This design comes from an exercise in tuning for small area, a short achievable clock period and few clock cycles per item on the open sky130 flow, not from production work. In this exercise RTL edits were held to simulation tests only and were not proved equivalent to the original. Power figures rest on the tool's default switching activity, not on a simulated workload.

**flow/config.mk**
```make
export PLATFORM = sky130hd
export DESIGN_NAME = udp_flow_table_with_aging
export DESIGN_NICKNAME = udp_flow_table_with_aging
export VERILOG_FILES = /design/flow/design.v
export SDC_FILE = /design/flow/constraint.sdc
export NUM_CORES = 4
export LEC_CHECK = 0
export CAP_MARGIN = 20
export CORE_MARGIN = 2
export CORE_UTILIZATION = 45
export SETUP_SLACK_MARGIN = 4
export SLEW_MARGIN = 20
```
**flow/design.v**
```verilog
package ufta_pkg;
  localparam int unsigned CfgIdxW = 2;
  localparam int unsigned EvW     = 2;
  typedef enum logic [CfgIdxW-1:0] {
    CFG_HALF_TIMEOUT  = 2'd0,
    CFG_FULL_TIMEOUT  = 2'd1,
    CFG_CHECK_INTERVAL = 2'd2
  } cfg_idx_t;
  typedef enum logic [EvW-1:0] {
    EV_DELETED   = 2'd0,
    EV_CREATED   = 2'd1,
    EV_PROCESSED = 2'd2,
    EV_TABLE_FULL = 2'd3
  } event_t;
  typedef struct packed {
    logic load;
    logic check;
    logic scan;
    logic match;
    logic rev;
    logic flush;
  } cmd_t;
  typedef struct packed {
    logic due;
    logic udp;
    logic scan_last;
    logic hit;
    logic free;
  } sts_t;
  typedef struct packed {
    logic [EvW-1:0] ev;
    logic [31:0]    sip;
    logic [15:0]    sp;
    logic [31:0]    dip;
    logic [15:0]    dp;
    logic           full;
    logic [31:0]    tm;
  } res_t;
endpackage
module udp_flow_table_with_aging #(
  parameter int unsigned TABLE_DEPTH = 16,
  parameter int unsigned TIME_BITS   = 32
) (
  input  logic                         clk,
  input  logic                         rst_n,
  input  logic                         start,
  output logic                         busy,
  input  logic                         in_is_udp,
  input  logic [31:0]                  in_src_ip,
  input  logic [15:0]                  in_src_port,
  input  logic [31:0]                  in_dst_ip,
  input  logic [15:0]                  in_dst_port,
  input  logic [31:0]                  in_time_sec,
  input  logic                         cfg_valid,
  output logic                         cfg_ready,
  input  logic [ufta_pkg::CfgIdxW-1:0] cfg_index,
  input  logic [31:0]                  cfg_data,
  output logic                         out_valid,
  output logic [ufta_pkg::EvW-1:0]     out_event_res,
  output logic [31:0]                  out_flow_src_ip,
  output logic [15:0]                  out_flow_src_port,
  output logic [31:0]                  out_flow_dst_ip,
  output logic [15:0]                  out_flow_dst_port,
  output logic                         out_flow_full,
  output logic [31:0]                  out_flow_time,
  output logic                         out_last
);
  localparam int unsigned N = TABLE_DEPTH;
  function automatic logic gt32(input logic [31:0] x, input logic [31:0] y);
    logic r;
    begin
      r = 1'b0;
      for (int b = 0; b < 32; b++) r = (x[b] & ~y[b]) | (~(~x[b] & y[b]) & r);
      gt32 = r;
    end
  endfunction
  function automatic logic [31:0] add32(input logic [31:0] a, input logic [31:0] b,
                                        input logic cin);
    logic [31:0] p, g, gp, pp, ng, np;
    begin
      p = a ^ b;
      g = a & b;
      gp = g;
      gp[0] = g[0] | (p[0] & cin);
      pp = p;
      for (int d = 1; d < 32; d = d * 2) begin
        ng = gp;
        np = pp;
        for (int i = d; i < 32; i++) begin
          ng[i] = gp[i] | (pp[i] & gp[i-d]);
          np[i] = pp[i] & pp[i-d];
        end
        gp = ng;
        pp = np;
      end
      add32 = p ^ {gp[30:0], cin};
    end
  endfunction
  assign cfg_ready = 1'b1;
  logic [31:0] half_to_r, full_to_r, im1_r;
  logic        nz_r;
  logic [31:0] lchk_r, hi_r;
  logic [N-1:0] valid_r;
  logic [N-1:0] e_full;
  logic [31:0]  e_sip  [N];
  logic [15:0]  e_sp   [N];
  logic [31:0]  e_dip  [N];
  logic [15:0]  e_dp   [N];
  logic [31:0]  e_time [N];
  logic         busy_r;      
  logic         age_r;       
  logic         slow_r;      
  logic         rev_r;       
  logic         udp_r;
  logic [31:0]  k_sip, k_dip, k_tm;
  logic [15:0]  k_sp, k_dp;
  logic [31:0]  lo_h_r, lo_f_r;   
  logic [N-1:0] m_r;         
  logic [N-1:0] x_r;         
  logic [N-1:0] alloc_r;     
  logic [N-1:0] ref_r;       
  logic         ov_r, olast_r, full_r;
  logic [1:0]   ev_r;
  logic [31:0]  o_sip, o_dip, o_tm;
  logic [15:0]  o_sp, o_dp;
  assign busy              = busy_r;
  assign out_valid         = ov_r;
  assign out_event_res     = ev_r;
  assign out_flow_src_ip   = o_sip;
  assign out_flow_src_port = o_sp;
  assign out_flow_dst_ip   = o_dip;
  assign out_flow_dst_port = o_dp;
  assign out_flow_full     = full_r;
  assign out_flow_time     = o_tm;
  assign out_last          = olast_r;
  logic [31:0]  c_sip, c_dip;
  logic [15:0]  c_sp, c_dp;
  logic [N-1:0] cmp_m;
  always_comb begin
    if (rev_r) begin
      c_sip = k_dip; c_sp = k_dp; c_dip = k_sip; c_dp = k_sp;
    end else begin
      c_sip = in_src_ip; c_sp = in_src_port; c_dip = in_dst_ip; c_dp = in_dst_port;
    end
    for (int i = 0; i < N; i++)
      cmp_m[i] = (e_sip[i] == c_sip) && (e_sp[i] == c_sp) &&
                 (e_dip[i] == c_dip) && (e_dp[i] == c_dp);
  end
  logic         go, due_in, chk_wrap, t_ge_last, t_le_hi, s_hit, s_free, s_full;
  logic [N-1:0] s_m, s_alloc;
  assign go        = start && !busy_r;
  assign chk_wrap  = gt32(lchk_r, hi_r);
  assign t_ge_last = !gt32(lchk_r, in_time_sec);
  assign t_le_hi   = !gt32(in_time_sec, hi_r);
  assign due_in    = nz_r && !(chk_wrap ? (t_ge_last || t_le_hi) : (t_ge_last && t_le_hi));
  assign s_m     = cmp_m & valid_r;
  assign s_hit   = |s_m;
  assign s_full  = |(s_m & e_full);
  assign s_free  = ~&valid_r;
  assign s_alloc = ~valid_r & (valid_r + 1'b1);
  logic         wrap_h, wrap_f, zero_h, zero_f;
  logic [N-1:0] a_x;
  assign wrap_h = gt32(lo_h_r, k_tm);
  assign wrap_f = gt32(lo_f_r, k_tm);
  assign zero_h = half_to_r == 32'd0;
  assign zero_f = full_to_r == 32'd0;
  always_comb begin
    for (int i = 0; i < N; i++) begin
      logic above, below, wrap, zero;
      above  = gt32(e_time[i], e_full[i] ? lo_f_r : lo_h_r);
      below  = !gt32(e_time[i], k_tm);
      wrap   = e_full[i] ? wrap_f : wrap_h;
      zero   = e_full[i] ? zero_f : zero_h;
      a_x[i] = valid_r[i] && (zero || !(wrap ? (above || below) : (above && below)));
    end
  end
  logic [N-1:0] p_x, p_sel, w_m, w_alloc;
  logic         p_any, p_multi, w_hit, w_free, w_full;
  logic [31:0]  d_sip, d_dip, d_tm;
  logic [15:0]  d_sp, d_dp;
  logic         d_full;
  assign p_x     = age_r ? a_x : x_r;
  assign p_sel   = p_x & (~p_x + 1'b1);
  assign p_any   = |p_x;
  assign p_multi = |(p_x & (p_x - 1'b1));
  assign w_m     = m_r & valid_r;
  assign w_hit   = |w_m;
  assign w_full  = |(w_m & e_full);
  assign w_free  = ~&valid_r;
  assign w_alloc = ~valid_r & (valid_r + 1'b1);
  always_comb begin
    d_sip = '0; d_sp = '0; d_dip = '0; d_dp = '0; d_tm = '0; d_full = 1'b0;
    for (int i = 0; i < N; i++) begin
      if (p_sel[i]) begin
        d_sip  = d_sip  | e_sip[i];
        d_sp   = d_sp   | e_sp[i];
        d_dip  = d_dip  | e_dip[i];
        d_dp   = d_dp   | e_dp[i];
        d_tm   = d_tm   | e_time[i];
        d_full = d_full | e_full[i];
      end
    end
  end
  logic [N-1:0] r_m;
  logic         r_hit;
  assign r_m   = cmp_m & valid_r;
  assign r_hit = (|r_m) || ((k_sip == k_dip) && (k_sp == k_dp));
  always_ff @(posedge clk) begin
    if (!rst_n) begin
      half_to_r <= 32'd60;
      full_to_r <= 32'd180;
      nz_r      <= 1'b1;
      im1_r     <= 32'd0;
      lchk_r    <= 32'd0;
      hi_r      <= 32'd0;
      busy_r    <= 1'b0;
      age_r     <= 1'b0;
      slow_r    <= 1'b0;
      rev_r     <= 1'b0;
      ov_r      <= 1'b0;
    end else begin
      if (cfg_valid) begin
        case (cfg_index)
          2'd0: half_to_r <= cfg_data;
          2'd1: full_to_r <= cfg_data;
          2'd2: begin
            nz_r  <= cfg_data != 32'd0;
            im1_r <= add32(cfg_data, 32'hFFFF_FFFF, 1'b0);
            hi_r  <= add32(~(lchk_r ^ cfg_data), {(lchk_r[30:0] | cfg_data[30:0]), 1'b0}, 1'b0);
          end
          default: ;
        endcase
      end
      if (age_r) begin
        lchk_r <= k_tm;
        hi_r   <= add32(k_tm, im1_r, 1'b0);
      end
      ov_r   <= 1'b0;
      busy_r <= 1'b0;
      age_r  <= 1'b0;
      slow_r <= 1'b0;
      rev_r  <= 1'b0;
      if (rev_r) begin
        ov_r <= 1'b1;
      end else if (age_r || slow_r) begin
        if (p_any) begin
          ov_r   <= 1'b1;
          busy_r <= p_multi || udp_r;
          slow_r <= p_multi || udp_r;
        end else if (udp_r) begin
          ov_r   <= 1'b1;
          busy_r <= !w_hit && w_free;
          rev_r  <= !w_hit && w_free;
        end
      end else if (go) begin
        if (due_in) begin
          busy_r <= 1'b1;
          age_r  <= 1'b1;
        end else if (in_is_udp) begin
          ov_r   <= 1'b1;
          busy_r <= !s_hit && s_free;
          rev_r  <= !s_hit && s_free;
        end
      end
    end
  end
  always_ff @(posedge clk) begin
    ref_r <= '0;
    if (rev_r) begin
      ev_r   <= ufta_pkg::EV_PROCESSED;
      full_r <= r_hit;
      olast_r <= 1'b1;
    end else if (age_r || slow_r) begin
      if (p_any) begin
        ev_r   <= ufta_pkg::EV_DELETED;
        o_sip  <= d_sip;
        o_sp   <= d_sp;
        o_dip  <= d_dip;
        o_dp   <= d_dp;
        o_tm   <= d_tm;
        full_r <= d_full;
        olast_r <= !(p_multi || udp_r);
        x_r    <= p_x & ~p_sel;
      end else begin
        ev_r    <= w_hit ? ufta_pkg::EV_PROCESSED :
                   w_free ? ufta_pkg::EV_CREATED : ufta_pkg::EV_TABLE_FULL;
        o_sip   <= k_sip;
        o_sp    <= k_sp;
        o_dip   <= k_dip;
        o_dp    <= k_dp;
        o_tm    <= k_tm;
        full_r  <= w_hit && w_full;
        olast_r  <= w_hit || !w_free;
        alloc_r <= w_alloc;
        ref_r   <= udp_r ? w_m : '0;
      end
    end else if (go) begin
      udp_r   <= in_is_udp;
      k_sip   <= in_src_ip;
      k_sp    <= in_src_port;
      k_dip   <= in_dst_ip;
      k_dp    <= in_dst_port;
      k_tm    <= in_time_sec;
      lo_h_r  <= add32(in_time_sec, ~half_to_r, 1'b1);
      lo_f_r  <= add32(in_time_sec, ~full_to_r, 1'b1);
      m_r     <= cmp_m;
      ev_r    <= s_hit ? ufta_pkg::EV_PROCESSED :
                 s_free ? ufta_pkg::EV_CREATED : ufta_pkg::EV_TABLE_FULL;
      o_sip   <= in_src_ip;
      o_sp    <= in_src_port;
      o_dip   <= in_dst_ip;
      o_dp    <= in_dst_port;
      o_tm    <= in_time_sec;
      full_r  <= s_hit && s_full;
      olast_r  <= s_hit || !s_free;
      alloc_r <= s_alloc;
      ref_r   <= (in_is_udp && !due_in) ? s_m : '0;
    end
  end
  always_ff @(posedge clk) begin
    if (!rst_n) begin
      valid_r <= '0;
    end else begin
      if ((age_r || slow_r) && p_any) valid_r <= valid_r & ~p_x;
      if (rev_r) valid_r <= valid_r | alloc_r;
    end
  end
  always_ff @(posedge clk) begin
    for (int i = 0; i < N; i++) begin
      if (ref_r[i]) e_time[i] <= k_tm;
      if (rev_r && alloc_r[i]) begin
        e_sip[i]  <= k_sip;
        e_sp[i]   <= k_sp;
        e_dip[i]  <= k_dip;
        e_dp[i]   <= k_dp;
        e_time[i] <= k_tm;
        e_full[i] <= r_hit;
      end else if (rev_r && r_m[i]) begin
        e_full[i] <= 1'b1;
      end
    end
  end
endmodule
```
**flow/run.sh**
```bash
#!/bin/bash
# synth_recipe.tcl (not shown) runs the flow's synth.tcl, then flattens the netlist and writes it again
# the make line also repeats each setting of config.mk as NAME=value (left out here)
make -C /OpenROAD-flow-scripts/flow DESIGN_CONFIG=/design/flow/config.mk WORK_HOME=/design/flow/orfs CLKGATE_MAP_FILE= SYNTH_SCRIPT=/design/flow/synth_recipe.tcl finish
```
**flow/constraint.sdc**
```tcl
create_clock -name core_clock -period 10.0 [get_ports {clk}]
set_input_delay 2.0000 -clock core_clock [delete_from_list [all_inputs] [get_ports {clk}]]
set_output_delay 2.0000 -clock core_clock [all_outputs]
set_load 0.01 [all_outputs]
```
==> results of run 1 <==
==> cell families after synthesis <==
logic type	Yosys count
buffers and inverters	1326
muxes	623
DFF	2634
xor gates and xnor gates	1680
and+or+nand+nor	3124
AOI/OAI and AO/OA	3246
other	1
adders and majority gates	349
==> through the flow <==
step	power (mW)	util, %	setup WS, ns	instance area, um^2	hold slack (ns)
after CTS	50.3	54.2	3.97	176000	0.452
after detailed placement	37.1	49.1	1.34	159000	0.437
after global placement	37.0	49.0	1.32	159000	0.434
after floorplan	24.9	-	2.51	146000	0.449
==> worst min path at each step <==
stage,from,endpoint,slack (ns),depth (start not counted)
after floorplan,full_to_r[11],full_to_r[11],0.45,2
after global placement,k_dip[22],e_dip[11][22],0.43,0
after detailed placement,k_dip[22],e_dip[11][22],0.44,0
after CTS,k_dip[22],e_dip[11][22],0.45,0
==> layer usage <==
layer,GRT usage (%),overflow
met5,11.2,0
met3,41.1,0
met1,62.0,0
met2,84.4,0
met4,70.2,1
==> what timing repair did <==
item,in CTS
setup buffers,284
cloned,17
pin swaps,124
setup endpoints to repair,263
gates resized for setup,679
==> power by group through the flow <==
stage / registers, mW / clock network, mW / logic (mW)
CTS: 16.0 / 11.8 / 22.5
global placement: 16.5 / 0 / 20.5
floorplan: 15.9 / 0 / 9.01
detailed placement: 16.5 / 0 / 20.6
==> run summary, run 1 <==
starting utilization of the core area=45.2%; count leader, synth=sky130_fd_sc_hd__edfxtp_1; CTS H-Tree Depth=5; count of buffers from port buffering=300; largest net degree at the start of global routing=87; total clock buffers created by CTS=314; dpl hpwl=716 mm; clock sinks=2634; number of warnings reported in the yosys synthesis log=6; Synth top area share=50.0%; number of top-level design ports=302; largest family of logic cells by synthesized area=compound AO/OA/AOI/OAI gates; die extent in x=574 um; vertical die dimension=574 um; Syn Area/Cell=11.3 um^2; post-synthesis xor/xnor area fraction=10.1%; Compound-Gate Fraction of Synth Area=15.4%; multiplexer share of the synthesized area=4.28%; cell type with the largest total area after synthesis=sky130_fd_sc_hd__edfxtp_1; num rows=209; Async S/R FF share, synth=0%; Synth Net Count=13300; Synth Flop Type=sky130_fd_sc_hd__edfxtp_1; Hold-fix buffers, CTS=0; failing step=global routing; synthesized cell area=0.146 mm^2; largest cells by area after synthesis=sky130_fd_sc_hd__edfxtp_1 (50%), sky130_fd_sc_hd__xor2_1 (5.9%), sky130_fd_sc_hd__mux2i_1 (4.1%); outcome=stopped before the end; overall overflow remaining after global route=1; post-synthesis adder-cell area fraction=2.69%; overall global routing resource usage=63.4%; Post-synth EDFFs=2433; clock buffer depth=4; number of synthesized register bits=2634; simple-gate share of the synthesized area=11.0%; # placed instances=17500; Gate Count Post-Synth=13000; count of unique library cells instantiated by Yosys=111; sequential area share after synthesis=52.7%; top cell types by occurrence after synthesis=sky130_fd_sc_hd__edfxtp_1 (2433), sky130_fd_sc_hd__xor2_1 (990), sky130_fd_sc_hd__nand2_1 (783); Stop Error=[ERROR GRT-0232] Routing congestion too high. Check the congestion heatmap in the GUI.; CTS Root Cell=sky130_fd_sc_hd__clkbuf_16; weighted congestion at the end of routability-driven global placement=1.23
Testbench counts, summed over its fixed seeds: cycles 20,848, packets 16,000.
==> run 2: changes to the inputs <==
--- a/flow/design.v
+++ b/flow/design.v
@@ -68,9 +68,15 @@
   localparam int unsigned N = TABLE_DEPTH;
   function automatic logic gt32(input logic [31:0] x, input logic [31:0] y);
-    logic r;
+    logic [31:0] g, l;
     begin
-      r = 1'b0;
-      for (int b = 0; b < 32; b++) r = (x[b] & ~y[b]) | (~(~x[b] & y[b]) & r);
-      gt32 = r;
+      g = x & ~y;
+      l = ~x & y;
+      for (int w = 16; w >= 1; w = w / 2) begin
+        for (int i = 0; i < w; i++) begin
+          g[i] = g[2*i+1] | (~l[2*i+1] & g[2*i]);
+          l[i] = l[2*i+1] | (~g[2*i+1] & l[2*i]);
+        end
+      end
+      gt32 = g[0];
     end
   endfunction
@@ -180,5 +186,7 @@
   logic [15:0]  d_sp, d_dp;
   logic         d_full;
-  assign p_x     = age_r ? a_x : x_r;
+  logic a_any;
+  assign a_any   = |a_x;
+  assign p_x     = x_r;
   assign p_sel   = p_x & (~p_x + 1'b1);
   assign p_any   = |p_x;
@@ -243,9 +251,12 @@
       if (rev_r) begin
         ov_r <= 1'b1;
+      end else if (slow_r && p_any) begin
+        ov_r   <= 1'b1;
+        busy_r <= p_multi || udp_r;
+        slow_r <= p_multi || udp_r;
       end else if (age_r || slow_r) begin
-        if (p_any) begin
-          ov_r   <= 1'b1;
-          busy_r <= p_multi || udp_r;
-          slow_r <= p_multi || udp_r;
+        if (age_r && a_any) begin
+          busy_r <= 1'b1;
+          slow_r <= 1'b1;
         end else if (udp_r) begin
           ov_r   <= 1'b1;
@@ -271,28 +282,27 @@
       full_r <= r_hit;
       olast_r <= 1'b1;
+    end else if (slow_r && p_any) begin
+      ev_r    <= ufta_pkg::EV_DELETED;
+      o_sip   <= d_sip;
+      o_sp    <= d_sp;
+      o_dip   <= d_dip;
+      o_dp    <= d_dp;
+      o_tm    <= d_tm;
+      full_r  <= d_full;
+      olast_r <= !(p_multi || udp_r);
+      x_r     <= p_x & ~p_sel;
     end else if (age_r || slow_r) begin
-      if (p_any) begin
-        ev_r   <= ufta_pkg::EV_DELETED;
-        o_sip  <= d_sip;
-        o_sp   <= d_sp;
-        o_dip  <= d_dip;
-        o_dp   <= d_dp;
-        o_tm   <= d_tm;
-        full_r <= d_full;
-        olast_r <= !(p_multi || udp_r);
-        x_r    <= p_x & ~p_sel;
-      end else begin
-        ev_r    <= w_hit ? ufta_pkg::EV_PROCESSED :
-                   w_free ? ufta_pkg::EV_CREATED : ufta_pkg::EV_TABLE_FULL;
-        o_sip   <= k_sip;
-        o_sp    <= k_sp;
-        o_dip   <= k_dip;
-        o_dp    <= k_dp;
-        o_tm    <= k_tm;
-        full_r  <= w_hit && w_full;
-        olast_r  <= w_hit || !w_free;
-        alloc_r <= w_alloc;
-        ref_r   <= udp_r ? w_m : '0;
-      end
+      if (age_r) x_r <= a_x;
+      ev_r    <= w_hit ? ufta_pkg::EV_PROCESSED :
+                 w_free ? ufta_pkg::EV_CREATED : ufta_pkg::EV_TABLE_FULL;
+      o_sip   <= k_sip;
+      o_sp    <= k_sp;
+      o_dip   <= k_dip;
+      o_dp    <= k_dp;
+      o_tm    <= k_tm;
+      full_r  <= w_hit && w_full;
+      olast_r  <= w_hit || !w_free;
+      alloc_r <= w_alloc;
+      ref_r   <= udp_r ? (w_m & ~(age_r ? a_x : '0)) : '0;
     end else if (go) begin
       udp_r   <= in_is_udp;
@@ -322,5 +332,5 @@
       valid_r <= '0;
     end else begin
-      if ((age_r || slow_r) && p_any) valid_r <= valid_r & ~p_x;
+      if (age_r) valid_r <= valid_r & ~a_x;
       if (rev_r) valid_r <= valid_r | alloc_r;
     end
--- a/flow/config.mk
+++ b/flow/config.mk
@@ -6,7 +6,7 @@
 export NUM_CORES = 4
 export LEC_CHECK = 0
-export CAP_MARGIN = 20
+export CAP_MARGIN = 40
 export CORE_MARGIN = 2
-export CORE_UTILIZATION = 45
-export SETUP_SLACK_MARGIN = 4
-export SLEW_MARGIN = 20
+export CORE_UTILIZATION = 30
+export SETUP_SLACK_MARGIN = 5
+export SLEW_MARGIN = 40
==> run summary, run 2 <==
outcome=complete, no violations (was stopped before the end); internal power=28.8 mW; sum of negative setup slack=0 ns; clock sinks=2635 (was 2634); count of unique library cells instantiated by Yosys=90 (was 111); overall overflow remaining after global route=0; Synth Flop Type=sky130_fd_sc_hd__edfxtp_1 (unchanged); number of global-route vias before repair=122000; count of buffers from port buffering=300 (unchanged); worst-path fanout max=5; area of the core=0.493 mm^2; routed length per placed instance=48.2 um; worst min-delay path category=reg -> reg; die extent in x=707 um (was 574 um); Compound-Gate Fraction of Synth Area=15.6% (was 15.4%); Clock Skew=0.129 ns; number of violations reported at the end of detailed-routing iteration 0=24500; count leader, synth=sky130_fd_sc_hd__edfxtp_1 (unchanged); Synth Net Count=13800 (was 13300); Skew-Pair Late Insertion Delay=1.08 ns; overall global routing resource usage=39.7%; vertical die dimension=707 um (was 574 um); post-synthesis adder-cell area fraction=4.23% (was 2.69%); CTS Root Cell=sky130_fd_sc_hd__clkbuf_16 (unchanged); number of vias in the routed layout=137000; critical path arrival=6.55 ns; Syn Area/Cell=11.0 um^2 (was 11.3 um^2); cell type with the largest total area after synthesis=sky130_fd_sc_hd__edfxtp_1 (unchanged); aggregate routed wire length=1030 mm; launching point of the worst reg2reg path=k_tm[8]; simple-gate share of the synthesized area=10.8% (was 11.0%); number of nets in the final layout=14800; post-synthesis xor/xnor area fraction=9.84% (was 10.1%); commonest cells after routing, fill and taps aside=sky130_fd_sc_hd__edfxtp_1 (2434), sky130_fd_sc_hd__nand2_1 (1297), sky130_fd_sc_hd__buf_4 (814); number of synthesized register bits=2635 (was 2634); Gate Count Post-Synth=13500 (was 13000); startpoint of the lowest-slack hold path=full_to_r[18]; starting utilization of the core area=30.1% (was 45.2%); headroom to the max-slew limit=29.4%; clock buffer depth=4 (unchanged); PwrDens=284 mW/mm^2; multiplexer share of the synthesized area=4.07% (was 4.28%); count of maximum capacitance violations=0; share of total power consumed by net switching=45.9%; largest family of logic cells by synthesized area=compound AO/OA/AOI/OAI gates (unchanged); Seq pwr share=30.8%; Post-synth EDFFs=2434 (was 2433); total clock buffers created by CTS=332 (was 314); dpl hpwl=764 mm (was 716 mm); top cell types by occurrence after synthesis=sky130_fd_sc_hd__edfxtp_1 (2434), sky130_fd_sc_hd__nand2_1 (1315), sky130_fd_sc_hd__xor2_1 (911) (was sky130_fd_sc_hd__edfxtp_1 (2433), sky130_fd_sc_hd__xor2_1 (990), sky130_fd_sc_hd__nand2_1 (783)); largest cells by area after synthesis=sky130_fd_sc_hd__edfxtp_1 (49%), sky130_fd_sc_hd__xor2_1 (5.4%), sky130_fd_sc_hd__xnor2_1 (4.5%) (was sky130_fd_sc_hd__edfxtp_1 (50%), sky130_fd_sc_hd__xor2_1 (5.9%), sky130_fd_sc_hd__mux2i_1 (4.1%)); Synth top area share=49.3% (was 50.0%); die area=0.500 mm^2; share of post-route cells with drive strength above 1=18.3%; startpoint kind of the worst setup timing path=register; sequential area share after synthesis=52.0% (was 52.7%); maximum clock frequency=176 MHz; Area Overhead vs Synth=26.5%; final number of hold-violating endpoints=0; clock transition at the register clock pins on the worst setup and hold paths after CTS=0.06 ns; type of element capturing the critical path=register; clock tree from TritonCTS=done; Clock power frac=23.7%; largest voltage drop on the vdd net=211 uV; total count of max-transition violations in the final report=0; most common cell after layout, fill and taps aside=sky130_fd_sc_hd__edfxtp_1; weighted congestion at the end of routability-driven global placement=1.14 (was 1.23); Worst Tran Pin Value=1.06 ns; first-pass detailed-route iteration total=15; switching component of the power=24.4 mW; largest registers ranked by flip-flop count=e_dip (512), e_sip (512), e_time (512); Vias/cell=6.43; antenna violations before repair=167; synthesized cell area=0.148 mm^2 (was 0.146 mm^2); launching instance or port of the critical path=k_tm[8]; number of top-level design ports=302 (unchanged); class of the most critical setup path=reg -> reg; CTS H-Tree Depth=5 (unchanged); largest net degree at the start of global routing=114; number of warnings reported in the yosys synthesis log=6 (unchanged); Routed Antenna Nets=0; leakage power summed over all cells=64.9 nW; Setup Viol. Count Final=0; post-route clock period utilization=56.7%; fin crit period=5.67 ns; worst hold margin=0.476 ns; RSZ-0062 raised after global routing=yes; num rows=258 (was 209); Data required, critical path=10.87 ns; FILL cells=47800; Async S/R FF share, synth=0% (unchanged); combinational share of power=45.5%; post-route DRC violation count=0; first-pass GRT wire length=1300 mm
run 2: repair_timing:
action | 4_1_cts | 5_1_grt
endpoints found under the setup margin | 266 | 188
cloned | 8 | 3
buffers inserted | 328 | 59
hold buffers | 0 | 0
pin swaps | 185 | 127
gates resized for setup | 945 | 202
run 2: layout make-up:
cell class,count,area [um^2],share of cell area (%)
Timing Repair Buffer,1447,14400,7.66
Clock buffer,411,8840,4.71
Multi-Input combinational cell,9570,74900,39.9
Clock inverter,203,2070,1.10
Inverter,499,1980,1.06
Tap cell,6500,8130,4.34
Sequential cell,2635,77100,41.1
Timing Repair inverter,1,6.26,0.00333
Antenna cell,75,188,0.100
run 2: power groups by stage:
| stage | Sequential (mW) | Combinational, mW | Clock (mW) |
|---|---|---|---|
| global route | 16.4 | 24.0 | 13.0 |
| finish | 16.4 | 24.2 | 12.6 |
| floorplan | 16.2 | 8.75 | 0 |
| global placement | 16.5 | 20.5 | 0 |
| detailed placement | 16.5 | 20.8 | 0 |
| CTS | 16.3 | 22.4 | 12.6 |
run 2: critical path: stages, from the launching register on:
cell	delay, ns
sky130_fd_sc_hd__edfxtp_1	0.39
sky130_fd_sc_hd__buf_12	0.12
sky130_fd_sc_hd__clkinvlp_4	0.09
sky130_fd_sc_hd__buf_12	0.14
sky130_fd_sc_hd__a21oi_2	0.10
sky130_fd_sc_hd__or3_4	0.13
sky130_fd_sc_hd__nand4_1	0.13
sky130_fd_sc_hd__nor4bb_4	0.49
sky130_fd_sc_hd__nand4_1	0.33
sky130_fd_sc_hd__nand4_1	0.75
sky130_fd_sc_hd__a31oi_1	0.21
sky130_fd_sc_hd__maj3_2	0.34
sky130_fd_sc_hd__a21o_1	0.19
sky130_fd_sc_hd__maj3_2	0.31
sky130_fd_sc_hd__maj3_2	0.42
sky130_fd_sc_hd__o21ai_2	0.19
sky130_fd_sc_hd__nand4_1	0.13
sky130_fd_sc_hd__a211oi_2	0.22
sky130_fd_sc_hd__nand4_1	0.12
sky130_fd_sc_hd__o41a_1	0.41
sky130_fd_sc_hd__a2bb2oi_2	0.20
sky130_fd_sc_hd__nor3_2	0.11
run 2: metal layers:
layer	up-vias	part of all wire, %	wire (um)	GRT usage, %
li1	53600	-	-	-
met1	69100	35	359000	46.1
met2	11400	41	425000	57.5
met3	3057	12	119000	12.6
met4	46	12	126000	38.2
met5	-	0.035	363	0
run 2: worst paths after layout:
check | cells after the start | slack [ns] | end
max | 21 | 4.33 | rev_r
min | 2 | 0.48 | full_to_r[18]
max reg2reg | 21 | 4.33 | rev_r
min reg2reg | 2 | 0.48 | full_to_r[18]
run 2: kinds of logic (layout without fill, tap and decap cells):
kind of cell	after synthesis	in the layout
mux	602	602
fa+ha+maj	582	582
flops	2635	2635
xor+xnor	1666	1666
compound gates	3273	3273
simple gates	3444	3446
buf+inv	1316	2561
other cells	1	76
run 2: metrics by stage:
stage	power [mW]	cells	util (%)	setup WS [ns]	area, um^2
6_report	53.2	21300	38.1	4.33	188000
2_1_floorplan	24.9	13500	-	4.24	149000
5_1_grt	53.4	21300	38.0	4.29	187000
3_5_place_dp	37.3	20200	33.8	2.40	167000
4_1_cts	51.3	21200	37.6	4.39	185000
3_3_place_gp	36.9	20200	33.3	1.76	164000
Testbench counts of run 2, summed over its fixed seeds: cycles 21,783, packets 16,000.
==> run 3: changes to the inputs <==
--- a/flow/design.v
+++ b/flow/design.v
@@ -104,7 +104,7 @@
   endfunction
   assign cfg_ready = 1'b1;
-  logic [31:0] half_to_r, full_to_r, im1_r;
-  logic        nz_r;
-  logic [31:0] lchk_r, hi_r;
+  logic [31:0] half_to_r, full_to_r, chk_int_r;
+  logic        nz_r;         
+  logic [31:0] lchk_r, tp_r;
   logic [N-1:0] valid_r;
   logic [N-1:0] e_full;
@@ -121,5 +121,8 @@
   logic [31:0]  k_sip, k_dip, k_tm;
   logic [15:0]  k_sp, k_dp;
-  logic [31:0]  lo_h_r, lo_f_r;   
+  logic [31:0]  et_r, elo_h_r, elo_f_r;
+  logic         tpok_r;      
+  logic [N-1:0] spec_r;      
+  logic         spec_ok_r;   
   logic [N-1:0] m_r;         
   logic [N-1:0] x_r;         
@@ -153,11 +156,11 @@
                  (e_dip[i] == c_dip) && (e_dp[i] == c_dp);
   end
-  logic         go, due_in, chk_wrap, t_ge_last, t_le_hi, s_hit, s_free, s_full;
+  logic         go, due_in, chk_wrap, t_ge_last, t_lt_tp, s_hit, s_free, s_full;
   logic [N-1:0] s_m, s_alloc;
   assign go        = start && !busy_r;
-  assign chk_wrap  = gt32(lchk_r, hi_r);
+  assign chk_wrap  = gt32(lchk_r, tp_r);
   assign t_ge_last = !gt32(lchk_r, in_time_sec);
-  assign t_le_hi   = !gt32(in_time_sec, hi_r);
-  assign due_in    = nz_r && !(chk_wrap ? (t_ge_last || t_le_hi) : (t_ge_last && t_le_hi));
+  assign t_lt_tp   = gt32(tp_r, in_time_sec);
+  assign due_in    = nz_r && !(chk_wrap ? (t_ge_last || t_lt_tp) : (t_ge_last && t_lt_tp));
   assign s_m     = cmp_m & valid_r;
   assign s_hit   = |s_m;
@@ -167,18 +170,34 @@
   logic         wrap_h, wrap_f, zero_h, zero_f;
   logic [N-1:0] a_x;
-  assign wrap_h = gt32(lo_h_r, k_tm);
-  assign wrap_f = gt32(lo_f_r, k_tm);
+  function automatic logic expired(input logic [31:0] x, input logic [31:0] lo,
+                                   input logic [31:0] t, input logic wrap,
+                                   input logic zero);
+    logic above, below;
+    begin
+      above   = gt32(x, lo);
+      below   = !gt32(x, t);
+      expired = zero || !(wrap ? (above || below) : (above && below));
+    end
+  endfunction
+  assign wrap_h = gt32(elo_h_r, et_r);
+  assign wrap_f = gt32(elo_f_r, et_r);
   assign zero_h = half_to_r == 32'd0;
   assign zero_f = full_to_r == 32'd0;
   always_comb begin
-    for (int i = 0; i < N; i++) begin
-      logic above, below, wrap, zero;
-      above  = gt32(e_time[i], e_full[i] ? lo_f_r : lo_h_r);
-      below  = !gt32(e_time[i], k_tm);
-      wrap   = e_full[i] ? wrap_f : wrap_h;
-      zero   = e_full[i] ? zero_f : zero_h;
-      a_x[i] = valid_r[i] && (zero || !(wrap ? (above || below) : (above && below)));
-    end
+    for (int i = 0; i < N; i++)
+      a_x[i] = valid_r[i] && expired(e_time[i], e_full[i] ? elo_f_r : elo_h_r, et_r,
+                                     e_full[i] ? wrap_f : wrap_h,
+                                     e_full[i] ? zero_f : zero_h);
   end
+  logic         corr_h_r, corr_f_r, corr_ok_r;
+  logic [31:0]  k_tm_nx;
+  logic [N-1:0] corr_v, spec_nx, sx;
+  logic         use_spec, sx_any;
+  assign k_tm_nx = go ? in_time_sec : k_tm;
+  assign corr_v  = e_full & {N{corr_f_r}} | ~e_full & {N{corr_h_r}};
+  assign spec_nx = (a_x & ~ref_r) | (ref_r & corr_v);
+  assign sx       = ((spec_r & ~ref_r) | (ref_r & corr_v)) & valid_r;
+  assign sx_any   = |sx;
+  assign use_spec = spec_ok_r && corr_ok_r && (in_time_sec == tp_r);
   logic [N-1:0] p_x, p_sel, w_m, w_alloc;
   logic         p_any, p_multi, w_hit, w_free, w_full;
@@ -188,5 +207,5 @@
   logic a_any;
   assign a_any   = |a_x;
-  assign p_x     = x_r;
+  assign p_x     = slow_r ? x_r : sx;
   assign p_sel   = p_x & (~p_x + 1'b1);
   assign p_any   = |p_x;
@@ -209,4 +228,5 @@
       end
     end
+    if (|(p_sel & ref_r)) d_tm = k_tm;
   end
   logic [N-1:0] r_m;
@@ -214,12 +234,18 @@
   assign r_m   = cmp_m & valid_r;
   assign r_hit = (|r_m) || ((k_sip == k_dip) && (k_sp == k_dp));
+  logic [31:0] tp_sum;
+  assign tp_sum = add32(age_r ? k_tm : (cfg_valid ? lchk_r : tp_r),
+                        cfg_valid ? cfg_data : chk_int_r, 1'b0);
   always_ff @(posedge clk) begin
     if (!rst_n) begin
       half_to_r <= 32'd60;
       full_to_r <= 32'd180;
+      chk_int_r <= 32'd1;
       nz_r      <= 1'b1;
-      im1_r     <= 32'd0;
       lchk_r    <= 32'd0;
-      hi_r      <= 32'd0;
+      tp_r      <= 32'd1;
+      tpok_r    <= 1'b0;
+      corr_ok_r <= 1'b0;
+      spec_ok_r <= 1'b0;
       busy_r    <= 1'b0;
       age_r     <= 1'b0;
@@ -233,7 +259,7 @@
           2'd1: full_to_r <= cfg_data;
           2'd2: begin
-            nz_r  <= cfg_data != 32'd0;
-            im1_r <= add32(cfg_data, 32'hFFFF_FFFF, 1'b0);
-            hi_r  <= add32(~(lchk_r ^ cfg_data), {(lchk_r[30:0] | cfg_data[30:0]), 1'b0}, 1'b0);
+            chk_int_r <= cfg_data;
+            nz_r      <= cfg_data != 32'd0;
+            tp_r      <= tp_sum;
           end
           default: ;
@@ -242,6 +268,13 @@
       if (age_r) begin
         lchk_r <= k_tm;
-        hi_r   <= add32(k_tm, im1_r, 1'b0);
+        tp_r   <= tp_sum;
+      end
+      if (go && due_in && use_spec) begin
+        lchk_r <= tp_r;
+        tp_r   <= tp_sum;
       end
+      tpok_r    <= !(go && due_in) && !age_r && !cfg_valid;
+      corr_ok_r <= tpok_r && !(go && due_in) && !age_r && !cfg_valid;
+      spec_ok_r <= corr_ok_r && tpok_r && !(go && due_in) && !age_r && !cfg_valid && !rev_r;
       ov_r   <= 1'b0;
       busy_r <= 1'b0;
@@ -265,7 +298,11 @@
         end
       end else if (go) begin
-        if (due_in) begin
+        if (due_in && !use_spec) begin
           busy_r <= 1'b1;
           age_r  <= 1'b1;
+        end else if (due_in && sx_any) begin
+          ov_r   <= 1'b1;
+          busy_r <= p_multi || in_is_udp;
+          slow_r <= p_multi || in_is_udp;
         end else if (in_is_udp) begin
           ov_r   <= 1'b1;
@@ -312,7 +349,6 @@
       k_dp    <= in_dst_port;
       k_tm    <= in_time_sec;
-      lo_h_r  <= add32(in_time_sec, ~half_to_r, 1'b1);
-      lo_f_r  <= add32(in_time_sec, ~full_to_r, 1'b1);
       m_r     <= cmp_m;
+      x_r     <= sx;
       ev_r    <= s_hit ? ufta_pkg::EV_PROCESSED :
                  s_free ? ufta_pkg::EV_CREATED : ufta_pkg::EV_TABLE_FULL;
@@ -325,5 +361,30 @@
       olast_r  <= s_hit || !s_free;
       alloc_r <= s_alloc;
-      ref_r   <= (in_is_udp && !due_in) ? s_m : '0;
+      ref_r   <= (in_is_udp && !(due_in && !use_spec)) ? (s_m & ~(due_in ? sx : '0)) : '0;
+      if (due_in && use_spec && sx_any) begin
+        ev_r    <= ufta_pkg::EV_DELETED;
+        o_sip   <= d_sip;
+        o_sp    <= d_sp;
+        o_dip   <= d_dip;
+        o_dp    <= d_dp;
+        o_tm    <= d_tm;
+        full_r  <= d_full;
+        olast_r <= !(p_multi || in_is_udp);
+        x_r     <= sx & ~p_sel;
+      end
+    end
+  end
+  always_ff @(posedge clk) begin
+    spec_r   <= spec_nx;
+    corr_h_r <= expired(k_tm_nx, elo_h_r, et_r, wrap_h, zero_h);
+    corr_f_r <= expired(k_tm_nx, elo_f_r, et_r, wrap_f, zero_f);
+    if (go && due_in && !use_spec) begin
+      et_r    <= in_time_sec;
+      elo_h_r <= add32(in_time_sec, ~half_to_r, 1'b1);
+      elo_f_r <= add32(in_time_sec, ~full_to_r, 1'b1);
+    end else begin
+      et_r    <= tp_r;
+      elo_h_r <= add32(tp_r, ~half_to_r, 1'b1);
+      elo_f_r <= add32(tp_r, ~full_to_r, 1'b1);
     end
   end
@@ -333,4 +394,5 @@
     end else begin
       if (age_r) valid_r <= valid_r & ~a_x;
+      if (go && due_in && use_spec) valid_r <= valid_r & ~sx;
       if (rev_r) valid_r <= valid_r | alloc_r;
     end
--- a/flow/config.mk
+++ b/flow/config.mk
@@ -6,7 +6,7 @@
 export NUM_CORES = 4
 export LEC_CHECK = 0
-export CAP_MARGIN = 40
+export CAP_MARGIN = 35
 export CORE_MARGIN = 2
-export CORE_UTILIZATION = 30
+export CORE_UTILIZATION = 34
 export SETUP_SLACK_MARGIN = 5
-export SLEW_MARGIN = 40
+export SLEW_MARGIN = 35
==> run summary, run 3 <==
PnR Total Power=62.4 mW (was 53.2 mW); number of vias in the routed layout=149000 (was 137000); Post-synth EDFFs=2370 (was 2434); aggregate routed wire length=1100 mm (was 1030 mm); Synth Flop Type=sky130_fd_sc_hd__edfxtp_1 (unchanged); Compound-Gate Fraction of Synth Area=15.9% (was 15.6%); Gate Count Post-Synth=14700 (was 13500); multiplexer share of the synthesized area=4.50% (was 4.07%); count of unique library cells instantiated by Yosys=114 (was 90); cell type with the largest total area after synthesis=sky130_fd_sc_hd__edfxtp_1 (unchanged); number of global-route vias before repair=134000 (was 122000); post-route DRC violation count=0 (unchanged); clock sinks=2688 (was 2635); number of warnings reported in the yosys synthesis log=6 (unchanged); count of maximum capacitance violations=0 (unchanged); routed length per placed instance=49.6 um (was 48.2 um); most common cell after layout, fill and taps aside=sky130_fd_sc_hd__edfxtp_1 (unchanged); largest net degree at the start of global routing=101 (was 114); num rows=249 (was 258); commonest cells after routing, fill and taps aside=sky130_fd_sc_hd__edfxtp_1 (2370), sky130_fd_sc_hd__nand2_1 (1341), sky130_fd_sc_hd__buf_4 (798) (was sky130_fd_sc_hd__edfxtp_1 (2434), sky130_fd_sc_hd__nand2_1 (1297), sky130_fd_sc_hd__buf_4 (814)); post-synthesis adder-cell area fraction=5.48% (was 4.23%); total count of max-transition violations in the final report=1 (was 0); worst min-delay path category=reg -> reg (unchanged); top cell types by occurrence after synthesis=sky130_fd_sc_hd__edfxtp_1 (2370), sky130_fd_sc_hd__nand2_1 (1391), sky130_fd_sc_hd__xor2_1 (981) (was sky130_fd_sc_hd__edfxtp_1 (2434), sky130_fd_sc_hd__nand2_1 (1315), sky130_fd_sc_hd__xor2_1 (911)); synthesized cell area=0.157 mm^2 (was 0.148 mm^2); final number of hold-violating endpoints=0 (unchanged); Max stage delay cell, worst path=sky130_fd_sc_hd__nand4_1 (unchanged); number of synthesized register bits=2688 (was 2635); CTS Root Cell=sky130_fd_sc_hd__clkbuf_16 (unchanged); antenna violations before repair=148 (was 167); most prevalent standard cell on the critical path=sky130_fd_sc_hd__nand4_1 (unchanged); count leader, synth=sky130_fd_sc_hd__edfxtp_1 (unchanged); Routed Antenna Nets=0 (unchanged); weighted congestion at the end of routability-driven global placement=1.13 (was 1.14); Met2 Wirelength=476 mm (was 425 mm); SO Viols=slew limit; worst hold margin=0.451 ns (was 0.476 ns); number of nets in the final layout=16000 (was 14800); Syn Area/Cell=10.7 um^2 (was 11.0 um^2); Post-Route Utilization=42.5% (was 38.1%); pre-CTS setup slack=2.03 ns (was 2.40 ns); Async S/R FF share, synth=0% (unchanged); Worst Tran Pin Value=1.57 ns (was 1.06 ns); headroom to the max-slew limit=-4.48% (was 29.4%); FILL cells=43600 (was 47800); Setup Viol. Count Final=0 (unchanged); largest family of logic cells by synthesized area=compound AO/OA/AOI/OAI gates (unchanged); first-pass detailed-route iteration total=9 (was 15); clock tree from TritonCTS=done (unchanged); fin crit period=6.04 ns (was 5.67 ns); post-route cell area=0.195 mm^2 (was 0.188 mm^2); type of element capturing the critical path=register (unchanged); clock buffer depth=4 (unchanged); outcome=complete, but fails checks (was complete, no violations); number of violations reported at the end of detailed-routing iteration 0=24000 (was 24500); maximum clock frequency=166 MHz (was 176 MHz); Clock Skew=0.114 ns (was 0.129 ns); largest registers ranked by flip-flop count=e_dip (512), e_sip (512), e_time (512) (unchanged); worst-path fanout max=3 (was 5); overall overflow remaining after global route=0 (unchanged); Area Overhead vs Synth=24.5% (was 26.5%); area of the core=0.460 mm^2 (was 0.493 mm^2); number of top-level design ports=302 (unchanged); largest cells by area after synthesis=sky130_fd_sc_hd__edfxtp_1 (45%), sky130_fd_sc_hd__xor2_1 (5.5%), sky130_fd_sc_hd__mux2i_1 (4.1%) (was sky130_fd_sc_hd__edfxtp_1 (49%), sky130_fd_sc_hd__xor2_1 (5.4%), sky130_fd_sc_hd__xnor2_1 (4.5%)); top routing layer used=met5 (unchanged); clock transition at the register clock pins on the worst setup and hold paths after CTS=0.06 ns (about the same); total clock buffers created by CTS=341 (was 332); post-synthesis xor/xnor area fraction=9.44% (was 9.84%); Synth Net Count=15100 (was 13800); met3 wire len=112 mm (was 119 mm); leakage power summed over all cells=68.0 nW (was 64.9 nW); die extent in x=683 um (was 707 um); Synth top area share=45.4% (was 49.3%); CTS H-Tree Depth=5 (unchanged); dpl hpwl=802 mm (was 764 mm); count of placed standard cells in the final layout, fillers left out=22100 (was 21300); critical path arrival=7.00 ns (was 6.55 ns); cell area reported after detailed placement=0.173 mm^2 (was 0.167 mm^2); PwrDens=320 mW/mm^2 (was 284 mW/mm^2); Cell Chain, Critical Path=buf_2, mux2i_4, xor2_2, nand4_1, nor4_4, nand4_1, nor3_4, buf_6, nand2_4, nand4_1, nor4_4, and3_4, o31ai_4, a21oi_2, a31oi_1 (was buf_12, clkinvlp_4, buf_12, a21oi_2, or3_4, nand4_1, nor4bb_4, nand4_1, nand4_1, a31oi_1, maj3_2, a21o_1, maj3_2, maj3_2, o21ai_2, nand4_1, a211oi_2, nand4_1, o41a_1, a2bb2oi_2, nor3_2); class of the most critical setup path=in -> reg (was reg -> reg); number of buffers and inverters on the critical path=2 (was 3); sum of negative setup slack=0 ns (unchanged); minimum setup slack in the final design=3.96 ns (was 4.33 ns); count of buffers from port buffering=300 (unchanged); Vias/cell=6.73 (was 6.43); die area=0.467 mm^2 (was 0.500 mm^2); startpoint kind of the worst setup timing path=input pin (was register); Skew-Pair Late Insertion Delay=1.14 ns (was 1.08 ns); largest voltage drop on the vdd net=224 uV (was 211 uV); starting utilization of the core area=34.1% (was 30.1%); metal1 wirelength=360 mm (was 359 mm); Data required, critical path=10.96 ns (was 10.87 ns); Hold-fix buffers, CTS=0 (unchanged); # placed instances=21000 (was 20200); overall global routing resource usage=44.7% (was 39.7%); first-pass GRT wire length=1380 mm (was 1300 mm); simple-gate share of the synthesized area=11.7% (was 10.8%); RSZ-0062 raised after global routing=yes (unchanged); sequential area share after synthesis=49.4% (was 52.0%); cell family with the largest share of critical-path delay=simple AND/OR/NAND/NOR gates (unchanged); delay of the slowest cell on the worst path=0.81 ns (was 0.75 ns); post-route clock period utilization=60.4% (was 56.7%); share of post-route cells with drive strength above 1=18.4% (was 18.3%); vertical die dimension=683 um (was 707 um)
## run 3: cell count changes in the layout (fill, tap and decap cells not counted), sizes merged, moves of 76 or more
cell    previous run  this run
a31oi            270       107
nand2           1316      1396
nand3            221       403
a21oi            569       750
dfxtp            201       318
o22ai            163       239
a32oi              7       104
a22oi            200       361
a222oi           264       137
o21ai            519       657
maj3             423       570
nand2b           156       234
a211oi           240       121
## run 3: where the power goes
group	switching (mW)	internal, mW	leakage (nW)	total (mW)
combinational	23.0	9.51	38.6	32.5
clock	5.61	6.88	5.19	12.5
sequential	2.06	15.4	24.2	17.4
## run 3: worst min-delay path: cells and delay by family (launching register included)
kind            cells  cell delay (ns)
flops               1             0.31
simple gates        1             0.05
compound gates      1             0.05
## run 3: cell type report
cell class                 instances  area, um^2  share of cell area, %
sequential                      2688       77600                   39.7
multi-input combinational      10600       82300                   42.1
clock inverter                   181        1490                  0.761
timing repair buffer            1430       14900                   7.63
antenna                          114         285                  0.146
clock buffer                     435        9180                   4.70
tap                             6149        7690                   3.94
inverter                         469        1850                  0.946
## run 3: cells by family (layout without fill, tap and decap cells)
| logic type | after synthesis | after routing |
|---|---|---|
| other | 1 | 115 |
| multiplexers | 697 | 697 |
| flip-flops | 2688 | 2688 |
| buffers and inverters | 1348 | 2515 |
| adder cells (fa/ha/maj) | 793 | 793 |
| AND/OR/NAND/NOR | 3854 | 3862 |
| AO/OA/AOI/OAI | 3592 | 3592 |
| XOR/XNOR | 1691 | 1691 |
## run 3: path summary, 6_finish.rpt
kind | slack (ns) | to | start | cells past startpoint
worst max register to register | 3.99 | olast_r | rev_r | 17
worst min register to register | 0.45 | chk_int_r[12] | chk_int_r[12] | 2
worst max-delay path | 3.96 | olast_r | in_src_ip[2] | 15
worst min-delay path | 0.45 | chk_int_r[12] | chk_int_r[12] | 2
## run 3: timing repair
item                                   4_1_cts  5_1_grt
resized for setup                          849      675
pin swaps                                  124      282
gates cloned                                21       47
endpoints found under the hold margin        0        0
setup endpoints to repair                  417      391
setup buffers                              168      120
## run 3: metal layers
metal,vias up,GRT usage (%)
met4,44,47.2
met1,74800,47.3
met2,12200,68.8
met5,-,0.133
met3,4124,13.5
li1,57600,-
Testbench counts of run 3, summed over its fixed seeds: cycles 19,719, packets 16,000.
==> run 4: changes to the inputs <==
--- a/flow/config.mk
+++ b/flow/config.mk
@@ -6,7 +6,7 @@
 export NUM_CORES = 4
 export LEC_CHECK = 0
-export CAP_MARGIN = 35
+export CAP_MARGIN = 45
 export CORE_MARGIN = 2
-export CORE_UTILIZATION = 34
+export CORE_UTILIZATION = 30
 export SETUP_SLACK_MARGIN = 5
-export SLEW_MARGIN = 35
+export SLEW_MARGIN = 45
==> run summary, run 4 <==
synthesized cell area=0.157 mm^2 (unchanged); Data required, critical path=10.83 ns (was 10.96 ns); vertical die dimension=727 um (was 683 um); headroom to the max-slew limit=29.7% (was -4.48%); top cell types by occurrence after synthesis=sky130_fd_sc_hd__edfxtp_1 (2370), sky130_fd_sc_hd__nand2_1 (1391), sky130_fd_sc_hd__xor2_1 (981) (unchanged); startpoint kind of the worst setup timing path=register (was input pin); final number of hold-violating endpoints=0 (unchanged); sequential area share after synthesis=49.4% (unchanged); largest net degree at the start of global routing=84 (was 101); Gate Count Post-Synth=14700 (unchanged); starting utilization of the core area=30.1% (was 34.1%); antenna violations before repair=165 (was 148); number of violations reported at the end of detailed-routing iteration 0=23900 (was 24000); area of the core=0.521 mm^2 (was 0.460 mm^2); Syn Area/Cell=10.7 um^2 (unchanged); Routed Antenna Nets=0 (unchanged); clock buffer depth=4 (unchanged); clock sinks=2688 (unchanged); number of synthesized register bits=2688 (unchanged); total count of max-transition violations in the final report=0 (was 1); Worst Tran Pin Value=1.06 ns (was 1.57 ns); largest voltage drop on the vdd net=199 uV (was 224 uV); count leader, synth=sky130_fd_sc_hd__edfxtp_1 (unchanged); Vias/cell=6.40 (was 6.73); fin crit period=5.41 ns (was 6.04 ns); PwrDens=314 mW/mm^2 (was 320 mW/mm^2); CTS H-Tree Depth=5 (unchanged); Area Overhead vs Synth=28.7% (was 24.5%); leakage power summed over all cells=70.1 nW (was 68.0 nW); worst min-delay path category=reg -> reg (unchanged); number of vias in the routed layout=148000 (was 149000); Synth Net Count=15100 (unchanged); type of element capturing the critical path=register (unchanged); switching component of the power=30.7 mW (was 30.6 mW); internal power=32.6 mW (was 31.8 mW); largest registers ranked by flip-flop count=e_dip (512), e_sip (512), e_time (512) (unchanged); number of nets in the final layout=16100 (was 16000); largest cells by area after synthesis=sky130_fd_sc_hd__edfxtp_1 (45%), sky130_fd_sc_hd__xor2_1 (5.5%), sky130_fd_sc_hd__mux2i_1 (4.1%) (unchanged); count of placed standard cells in the final layout, fillers left out=23000 (was 22100); dpl hpwl=797 mm (was 802 mm); Clock Skew=0.107 ns (was 0.114 ns); maximum clock frequency=185 MHz (was 166 MHz); first-pass detailed-route iteration total=8 (was 9); total clock buffers created by CTS=340 (was 341); number of global-route vias before repair=133000 (was 134000); overall overflow remaining after global route=0 (unchanged); count of maximum capacitance violations=0 (unchanged); sum of negative setup slack=0 ns (unchanged); Post-synth EDFFs=2370 (unchanged); aggregate routed wire length=1080 mm (was 1100 mm); number of warnings reported in the yosys synthesis log=6 (unchanged); Synth top area share=45.4% (unchanged); # placed instances=21800 (was 21000); delay of the slowest cell on the worst path=0.73 ns (was 0.81 ns); Skew-Pair Late Insertion Delay=1.12 ns (was 1.14 ns); Setup Viol. Count Final=0 (unchanged); share of post-route cells with drive strength above 1=20.6% (was 18.4%); Max stage delay cell, worst path=sky130_fd_sc_hd__a22oi_1 (was sky130_fd_sc_hd__nand4_1); Synth Flop Type=sky130_fd_sc_hd__edfxtp_1 (unchanged); clock tree from TritonCTS=done (unchanged); class of the most critical setup path=reg -> reg (was in -> reg); clock transition at the register clock pins on the worst setup and hold paths after CTS=0.06 ns (about the same); Clock power frac=20.2% (was 20.0%); RSZ-0062 raised after global routing=yes (unchanged); cell type with the largest total area after synthesis=sky130_fd_sc_hd__edfxtp_1 (unchanged); critical path arrival=6.24 ns (was 7.00 ns); share of total power consumed by net switching=48.5% (was 49.1%); number of top-level design ports=302 (unchanged); die area=0.529 mm^2 (was 0.467 mm^2); first-pass GRT wire length=1380 mm (about the same); weighted congestion at the end of routability-driven global placement=1.15 (was 1.13); count of unique library cells instantiated by Yosys=114 (unchanged); commonest cells after routing, fill and taps aside=sky130_fd_sc_hd__edfxtp_1 (2370), sky130_fd_sc_hd__nand2_1 (1356), sky130_fd_sc_hd__buf_4 (805) (was sky130_fd_sc_hd__edfxtp_1 (2370), sky130_fd_sc_hd__nand2_1 (1341), sky130_fd_sc_hd__buf_4 (798)); die extent in x=727 um (was 683 um); most common cell after layout, fill and taps aside=sky130_fd_sc_hd__edfxtp_1 (unchanged); count of buffers from port buffering=300 (unchanged); num rows=265 (was 249); Async S/R FF share, synth=0% (unchanged); routed length per placed instance=47.0 um (was 49.6 um); CTS Root Cell=sky130_fd_sc_hd__clkbuf_16 (unchanged); Cell Chain, Critical Path=buf_4, mux2i_1, a211o_2, nand2_1, o21a_1, or2_2, nor2_4, nand2_1, nor2_4, buf_12, a22oi_1, nand3_1, a221o_1, a221oi_1, a32oi_1 (was buf_2, mux2i_4, xor2_2, nand4_1, nor4_4, nand4_1, nor3_4, buf_6, nand2_4, nand4_1, nor4_4, and3_4, o31ai_4, a21oi_2, a31oi_1); Seq pwr share=27.7% (was 28.0%); outcome=complete, no violations (was complete, but fails checks); combinational share of power=52.2% (was 52.0%); worst-path fanout max=71 (was 3); post-route clock period utilization=54.1% (was 60.4%); overall global routing resource usage=39.5% (was 44.7%); post-route DRC violation count=0 (unchanged)
[run 4: cell counts after synthesis]
No cell type changed its count.
[run 4: power by group through the flow]
stage	clock network (mW)	logic [mW]	registers, mW
2_1_floorplan	0	12.5	17.2
3_3_place_gp	0	26.7	17.8
3_5_place_dp	0	27.5	17.6
4_1_cts	12.7	30.2	17.4
5_1_grt	13.1	32.9	17.6
6_report	12.8	33.0	17.5
[run 4: repair_timing]
action | 4_1_cts | 5_1_grt
setup endpoints to repair | 416 | 357
pin swaps | 244 | 244
hold buffers | 0 | 0
resized for setup | 1261 | 495
gates cloned | 39 | 13
buffers inserted | 315 | 93
[run 4: cells by family (layout without fill, tap and decap cells)]
group | after synthesis | after routing | share of synthesized area, %
other | 1 | 100 | 0.00239
flip-flops | 2688 | 2688 | 49.4
multiplexers | 697 | 697 | 4.50
XOR/XNOR | 1691 | 1691 | 9.44
AO/OA/AOI/OAI | 3592 | 3592 | 15.9
AND/OR/NAND/NOR | 3854 | 3860 | 11.7
buffers and inverters | 1348 | 2674 | 3.55
adder cells (fa/ha/maj) | 793 | 793 | 5.48
[run 4: final cells by class]
class,instances,area [um^2]
Antenna cell,99,248
Clock buffer,426,9100
Clock inverter,194,1800
Fill cell,50400,319000
Inverter,469,1860
Multi-Input combinational cell,10600,85400
Sequential cell,2688,77600
Tap cell,6942,8690
Timing Repair Buffer,1585,17200
[run 4: final timing paths]
path	depth (start not counted)	endpoint	slack, ns	start
min	2	chk_int_r[9]	0.45	chk_int_r[9]
max	15	o_dp[15]	4.59	corr_h_r
max reg2reg	15	o_dp[15]	4.59	corr_h_r
min reg2reg	2	chk_int_r[9]	0.45	chk_int_r[9]
[run 4: critical path, delay by kind of cell, from the launching register on]
kind / cells / cell delay (ns)
AO/OA/AOI/OAI: 6 / 2.88
AND/OR/NAND/NOR: 6 / 1.07
buffers and inverters: 2 / 0.46
flip-flops: 1 / 0.33
multiplexers: 1 / 0.18
[run 4: layer usage]
layer / up-vias / share of wire (%) / track usage, %
li1: 57800 / - / -
met1: 74300 / 34 / 43.7
met2: 11900 / 43 / 60.1
met3: 3535 / 11 / 12.2
met4: 54 / 12 / 37.6
met5: - / 0.075 / 0.508
[run 4: stage by stage]
step	area [um^2]	utilization, %	hold slack (ns)	worst slack, ns	total power [mW]
3_5_place_dp	177000	33.9	0.443	2.18	45.1
2_1_floorplan	157000	-	0.421	3.39	29.6
4_1_cts	197000	37.9	0.455	4.75	60.3
6_report	202000	38.8	0.451	4.59	63.3
3_3_place_gp	173000	33.1	0.440	1.78	44.4
5_1_grt	202000	38.7	0.472	4.64	63.6
==> run 5: changes to the inputs <==
--- a/flow/config.mk
+++ b/flow/config.mk
@@ -8,5 +8,5 @@
 export CAP_MARGIN = 45
 export CORE_MARGIN = 2
-export CORE_UTILIZATION = 30
+export CORE_UTILIZATION = 34
 export SETUP_SLACK_MARGIN = 5
 export SLEW_MARGIN = 45
==> run summary, run 5 <==
outcome=complete, no violations (unchanged); total count of max-transition violations in the final report=0 (unchanged); clock sinks=2688 (unchanged); aggregate routed wire length=1090 mm (was 1080 mm); Met2 Wirelength=474 mm (was 469 mm); post-route DRC violation count=0 (unchanged); largest voltage drop on the vdd net=222 uV (was 199 uV); number of vias in the routed layout=148000 (about the same); CTS H-Tree Depth=5 (unchanged); type of element capturing the critical path=register (unchanged); clock buffer depth=4 (unchanged); Setup Viol. Count Final=0 (unchanged); area of the core=0.460 mm^2 (was 0.521 mm^2); Post-Route Utilization=42.7% (was 38.8%); commonest cells after routing, fill and taps aside=sky130_fd_sc_hd__edfxtp_1 (2370), sky130_fd_sc_hd__nand2_1 (1365), sky130_fd_sc_hd__buf_4 (806) (was sky130_fd_sc_hd__edfxtp_1 (2370), sky130_fd_sc_hd__nand2_1 (1356), sky130_fd_sc_hd__buf_4 (805)); post-route cell area=0.196 mm^2 (was 0.202 mm^2); startpoint kind of the worst setup timing path=register (unchanged); count of unique library cells instantiated by Yosys=114 (unchanged); overall global routing resource usage=44.8% (was 39.5%); weighted congestion at the end of routability-driven global placement=1.13 (was 1.15); Area Overhead vs Synth=25.2% (was 28.7%); fin crit period=5.82 ns (was 5.41 ns); CTS Root Cell=sky130_fd_sc_hd__clkbuf_16 (unchanged); antenna violations before repair=141 (was 165); Data required, critical path=10.87 ns (was 10.83 ns); footprint of the multi-input gates=0.0826 mm^2 (was 0.0854 mm^2); num rows=249 (was 265); largest net degree at the start of global routing=101 (was 84); number of warnings reported in the yosys synthesis log=6 (unchanged); class of the most critical setup path=reg -> reg (unchanged); number of stages on the worst hold path=0 (was 2); post-route clock period utilization=58.2% (was 54.1%); footprint of the flip-flops and latches=0.0776 mm^2 (about the same); Vias/cell=6.67 (was 6.40); largest registers ranked by flip-flop count=e_dip (512), e_sip (512), e_time (512) (unchanged); top routing layer used=met5 (unchanged); overall overflow remaining after global route=0 (unchanged); Async S/R FF share, synth=0% (unchanged); Hold-fix buffers, CTS=0 (unchanged); Post-synth EDFFs=2370 (unchanged); FILL cells=43500 (was 50400); cell type with the largest total area after synthesis=sky130_fd_sc_hd__edfxtp_1 (unchanged); Worst Tran Pin Value=1.33 ns (was 1.06 ns); PwrDens=321 mW/mm^2 (was 314 mW/mm^2); number of top-level design ports=302 (unchanged); final number of hold-violating endpoints=0 (unchanged); number of nets in the final layout=16000 (was 16100); sequential area share after synthesis=49.4% (unchanged); RSZ-0062 raised after global routing=yes (unchanged); die extent in x=683 um (was 727 um); largest cells by area after synthesis=sky130_fd_sc_hd__edfxtp_1 (45%), sky130_fd_sc_hd__xor2_1 (5.5%), sky130_fd_sc_hd__mux2i_1 (4.1%) (unchanged); headroom to the max-slew limit=11.3% (was 29.7%); critical path arrival=6.68 ns (was 6.24 ns); count of buffers from port buffering=300 (unchanged); number of global-route vias before repair=134000 (was 133000); share of post-route cells with drive strength above 1=18.6% (was 20.6%); worst-path fanout max=16 (was 71); cell count of the worst reg-to-reg path=19 (was 15); met3 wire len=113 mm (was 117 mm); Skew-Pair Late Insertion Delay=1.17 ns (was 1.12 ns); leakage power summed over all cells=68.6 nW (was 70.1 nW); Routed Antenna Nets=0 (unchanged); Clock Skew=0.173 ns (was 0.107 ns); vertical die dimension=683 um (was 727 um); clock transition at the register clock pins on the worst setup and hold paths after CTS=0.06 ns (about the same); number of violations reported at the end of detailed-routing iteration 0=22400 (was 23900); first-pass GRT wire length=1380 mm (about the same); Synth Flop Type=sky130_fd_sc_hd__edfxtp_1 (unchanged); Syn Area/Cell=10.7 um^2 (unchanged); maximum clock frequency=172 MHz (was 185 MHz); cell area reported after detailed placement=0.175 mm^2 (was 0.177 mm^2); count leader, synth=sky130_fd_sc_hd__edfxtp_1 (unchanged); routed length per placed instance=49.2 um (was 47.0 um); starting utilization of the core area=34.1% (was 30.1%); top cell types by occurrence after synthesis=sky130_fd_sc_hd__edfxtp_1 (2370), sky130_fd_sc_hd__nand2_1 (1391), sky130_fd_sc_hd__xor2_1 (981) (unchanged); first-pass detailed-route iteration total=10 (was 8); die area=0.467 mm^2 (was 0.529 mm^2); clock tree from TritonCTS=done (unchanged); Synth Net Count=15100 (unchanged); dpl hpwl=805 mm (was 797 mm); synthesized cell area=0.157 mm^2 (unchanged); most common cell after layout, fill and taps aside=sky130_fd_sc_hd__edfxtp_1 (unchanged); PnR Total Power=62.9 mW (was 63.3 mW); Synth top area share=45.4% (unchanged); total clock buffers created by CTS=343 (was 340); sum of negative setup slack=0 ns (unchanged); metal1 wirelength=356 mm (was 366 mm); worst min-delay path category=reg -> reg (unchanged); number of synthesized register bits=2688 (unchanged); Gate Count Post-Synth=14700 (unchanged); count of maximum capacitance violations=0 (unchanged)
## run 5: cell counts after synthesis
Identical to the previous run, type by type.
## run 5: where the power goes
part | switching [mW] | internal, mW
registers | 2.03 | 15.4
clock network | 5.62 | 7.44
logic | 22.9 | 9.52
## run 5: worst paths after layout
path | slack [ns] | startpoint | to
setup / recovery | 4.18 | rev_r | full_r
hold / removal | 0.45 | k_dip[10] | e_dip[14][10]
setup reg to reg | 4.18 | rev_r | full_r
hold reg to reg | 0.45 | k_dip[10] | e_dip[14][10]
## run 5: stage by stage
stage / std cells / setup WS (ns) / hold WS (ns)
floorplan: 14700 / 3.39 / 0.421
CTS: 21800 / 4.31 / 0.449
global placement: 21000 / 1.80 / 0.431
detailed placement: 21000 / 1.99 / 0.436
finish: 22100 / 4.18 / 0.450
global route: 22100 / 4.37 / 0.469
## run 5: kinds of logic (layout without fill, tap and decap cells)
| kind of cell | count (synthesis) | after routing | synth area share [%] |
|---|---|---|---|
| buf+inv | 1348 | 2566 | 3.55 |
| flops | 2688 | 2688 | 49.4 |
| other cells | 1 | 105 | 0.00239 |
| xor+xnor | 1691 | 1691 | 9.44 |
| simple gates | 3854 | 3859 | 11.7 |
| compound gates | 3592 | 3592 | 15.9 |
| fa+ha+maj | 793 | 793 | 5.48 |
| mux | 697 | 697 | 4.50 |
## run 5: cell type report
class / count / area share [%]
flip-flops and latches: 2688 / 39.5
diodes: 104 / 0.133
clock inverters: 201 / 1.03
clock buffers: 424 / 4.71
well taps: 6149 / 3.92
repair buffers: 1472 / 7.69
inverters: 469 / 0.937
multi-input cells: 10600 / 42.1
## run 5: repair_timing
action,CTS,global route
pin swaps,109,298
resized for setup,750,563
endpoints found under the setup margin,413,356
buffers inserted,141,149
gates cloned,24,21
## run 5: metal layers
layer  GRT usage, %  vias to the layer above
li1               -                    57700
met1           47.4                    73800
met2           69.0                    11900
met3           13.9                     4180
met4           47.1                       44
met5         0.0306                        -
## run 5: worst max-delay path, stage by stage, from the launching register on
cell and delay [ns]:
sky130_fd_sc_hd__dfxtp_4 0.37, sky130_fd_sc_hd__buf_16 0.16, sky130_fd_sc_hd__buf_16 0.19, sky130_fd_sc_hd__buf_16 0.20, sky130_fd_sc_hd__buf_4 0.18, sky130_fd_sc_hd__mux2i_4 0.25, sky130_fd_sc_hd__buf_12 0.16, sky130_fd_sc_hd__buf_4 0.44
sky130_fd_sc_hd__xnor2_2 0.36, sky130_fd_sc_hd__nor4_1 0.80, sky130_fd_sc_hd__nand4_1 0.63, sky130_fd_sc_hd__nor3_1 0.42, sky130_fd_sc_hd__buf_4 0.24, sky130_fd_sc_hd__nand2_1 0.23, sky130_fd_sc_hd__o22ai_1 0.26, sky130_fd_sc_hd__a311oi_1 0.08
sky130_fd_sc_hd__nand3_1 0.17, sky130_fd_sc_hd__a21oi_1 0.08, sky130_fd_sc_hd__a2bb2oi_1 0.16, sky130_fd_sc_hd__a21oi_1 0.11

-- afterwards: timing with drivers on the ports --
The flow's constraints put no driver on any port. The routed layouts listed below were extracted and timed again, unchanged, in two steps.
Step 1 assumes that a clkbuf_16 drives the clock port and a buf_2 every other input.
Step 2, shift: input delay + t, output delay - t, t = (earliest + latest rising clock arrival at the registers) / 2. This alone moves slack from input paths to output paths.
a / b / c = no drivers / after step 1 / after step 2; a / b = the first two.
run | t, ns | setup WS [ns] | worst slew at a driven data input, ns | cell pins on the clock port's net
run 2 | 1.153 | 4.326 / 4.326 / 3.477 | 0.15 | 1
run 3 | 1.220 | 3.960 / 3.992 / 2.848 | 0.13 | 1
run 4 | 1.175 | 4.595 / 4.595 / 3.590 | 0.14 | 1
run 5 | 1.217 | 4.185 / 4.185 / 3.122 | 0.12 | 1
For run 3, which loses most, drivers alone change the setup slack by +0.032 ns; drivers and shift together by -1.112 ns.
